From an optimization exercise on the open Yosys and OpenROAD flow, aimed at small area and a short achievable clock period; shortcuts taken in it are not production practice.
Only simulation tests tie the RTL to the original design; equivalence was not proved.
Power figures rest on the tool's default switching activity, not on a simulated workload.

## lane 1
Design mul32_pipe, start of the top module:
module mul32_pipe (
    input  logic               clk,
    input  logic               rst_n,
    input  logic [31:0]        a,
    input  logic [31:0]        b,
    input  logic               mode,    
    output logic [31:0]        hi,
    output logic [31:0]        lo
);
For scale: ~830 flip-flops, about 40000 um2 of cells after synthesis.
clock: 7.0 ns
lec_check: 0
abc_area: 1
cap_margin: 20
core_margin: 2
core_utilization: 55
cts_cluster_diameter: 80
cts_cluster_size: 30
place_density: 0.7
setup_slack_margin: 4.6
slew_margin: 20
synth_hierarchical: 1
run.sh (not shown) runs the stock make flow with config.mk's settings and CLKGATE_MAP_FILE= SYNTH_SCRIPT=/design/flow/synth_recipe.tcl, a recipe that flattens the netlist after the stock synthesis.
No stage failed in lane 1, and the final checks on the layout all came back clean.
Here is what was changed in the inputs of lane 2 compared with lane 1.
==> flow/flow/run.sh (new file) <==
#!/bin/bash
# Own flow: the standard layout (standard.sh, unchanged synthesis and
# steps), with the port buffers that placement inserts made plain buf_2
# cells instead of the delay-buffer cells buffer_ports picks by default.
# Repair still resizes them where timing needs it.
set -euo pipefail
cd "$(dirname "$0")/.."
export BUFFER_PORTS_ARGS="-buffer_cell sky130_fd_sc_hd__buf_2"
bash standard.sh finish > standard.log 2>&1
==> flow/standard.sh (new file) <==
#!/bin/bash
# synth_recipe.tcl (not shown) runs the flow's synth.tcl, then flattens the netlist and writes it again
# the make line also repeats each setting of config.mk as NAME=value (left out here)
make -C /OpenROAD-flow-scripts/flow DESIGN_CONFIG=/design/flow/config.mk WORK_HOME=/design/flow/orfs CLKGATE_MAP_FILE= SYNTH_SCRIPT=/design/flow/synth_recipe.tcl "${@:-finish}"
-- flow/config.mk --
<<< lane 1, line 13
export CTS_CLUSTER_SIZE = 30
export PLACE_DENSITY = 0.7
export SETUP_SLACK_MARGIN = 4.6
export SLEW_MARGIN = 20
export SYNTH_HIERARCHICAL = 1
>>> lane 2, line 13
export CTS_CLUSTER_SIZE = 30
export PLACE_DENSITY = 0.7
export SETUP_SLACK_MARGIN = 4.55
export SLEW_MARGIN = 20
export SYNTH_HIERARCHICAL = 1
removed: flow/run.sh
## What came out
The final layout from lane 2, which completed every stage, passed the timing, DRC and antenna checks at the end of the flow.
Lane 1 completed; timing, DRC and antenna clean
Lane 2: growth of design area from synthesis to finish 1.8 points below lane 1
On lane 2: post-CTS resize count is 76% lower than what lane 1 gave.
Going from lane 1 to lane 2, fmax has decreased, cell depth of the worst setup path now smaller.
Count of non-CTS buffers in the layout (lane 2 / lane 1): 0.940
Lane 2 vs lane 1 — count of inverters not on the clock network in the layout dropped 1.
Compared with lane 1, lane 2 shows a higher overall routing resource usage.
Delta (lane 2 minus lane 1): time the final worst path needs with I/O delays and setup grew by 0.022 ns; total power shrank by 0.94%; count of clock-buffer cells in the layout grew by 4.
diff inputs: lane 2 => lane 3
==> flow/config.mk <==
export PLATFORM = sky130hd
export DESIGN_NAME = mul32_pipe
export DESIGN_NICKNAME = mul32_pipe
export VERILOG_FILES = /design/flow/design.v
export SDC_FILE = /design/flow/constraint.sdc
export NUM_CORES = 4
export LEC_CHECK = 0
export ABC_AREA = 1
export CAP_MARGIN = 20
export CORE_MARGIN = 2
export CORE_UTILIZATION = 50
export CTS_CLUSTER_DIAMETER = 80
export CTS_CLUSTER_SIZE = 30
export PLACE_DENSITY = 0.65
export SETUP_SLACK_MARGIN = 4.6
export SLEW_MARGIN = 20
export SYNTH_HIERARCHICAL = 1
Notes after the runs:
Both conditions hold for lane 3: the flow ran to the end and the final layout passed the timing, DRC and antenna checks. Taking lane 2 as the reference point, the routability-driven placement congestion ratio of lane 3 falls by 4.6%. Summary of lane 3 over lane 2: register cell area after layout level; wire length of the first global-routing pass moved up; slack of the critical path moved up; combinational fraction of design power moved down; fraction of synthesized area in multiplexers level. Relative to lane 2, total design power has gone up in lane 3. Clock edge transition at the registers on the reported setup and hold paths: lane 2 vs lane 3 — no meaningful difference.
Relative to lane 3, the following input files were edited for lane 4:
-- flow/config.mk --
<<< lane 3, line 9
export CAP_MARGIN = 20
export CORE_MARGIN = 2
export CORE_UTILIZATION = 50
export CTS_CLUSTER_DIAMETER = 80
export CTS_CLUSTER_SIZE = 30
export PLACE_DENSITY = 0.65
export SETUP_SLACK_MARGIN = 4.6
export SLEW_MARGIN = 20
>>> lane 4, line 9
export CAP_MARGIN = 20
export CORE_MARGIN = 2
export CORE_UTILIZATION = 55
export CTS_CLUSTER_DIAMETER = 80
export CTS_CLUSTER_SIZE = 30
export PLACE_DENSITY = 0.7
export SETUP_SLACK_MARGIN = 4.6
export SLEW_MARGIN = 20
==> comparison <==
Higher number of well taps goes to lane 3 over lane 4.
Lane 4 against lane 3: area added between synthesis and finish decreased 0.50 points; cell total after placement now smaller; maximum frequency held steady.

-- port drivers added, routing unchanged --
No port has a modelled driver above. Below, the same layouts with a new extraction and two added sets of constraints.
Step 1 sets driving cells, clkbuf_16 on the clock port and buf_2 on the other inputs (assumed; they add their load-dependent delay and slew).
Step 2 adds t to the input delays and takes it off the output delays; t is the mean of the earliest and latest rising clock arrival at the registers after step 1. Input paths then give back, and output paths get back, about the clock's delay inside the block.
Three values: ideal ports, drivers, drivers and shift; two values: the first two.
run	shift t [ns]	setup slack, ns	latest minus earliest clock arrival (ns)	worst register clock-pin slew, ns
lane 1	0.670	4.530 / 4.464 / 4.119	0.044 / 0.044	0.11 / 0.11
lane 2	0.694	4.508 / 4.437 / 4.472	0.046 / 0.046	0.11 / 0.11
lane 3	0.694	4.513 / 4.443 / 4.507	0.045 / 0.044	0.11 / 0.11
lane 4	0.685	4.512 / 4.447 / 4.528	0.048 / 0.048	0.11 / 0.11
After both steps setup and hold are still met in every run listed. The setup slack of lane 1, which loses most, moves by -0.066 ns with the drivers and by -0.411 ns with both steps.
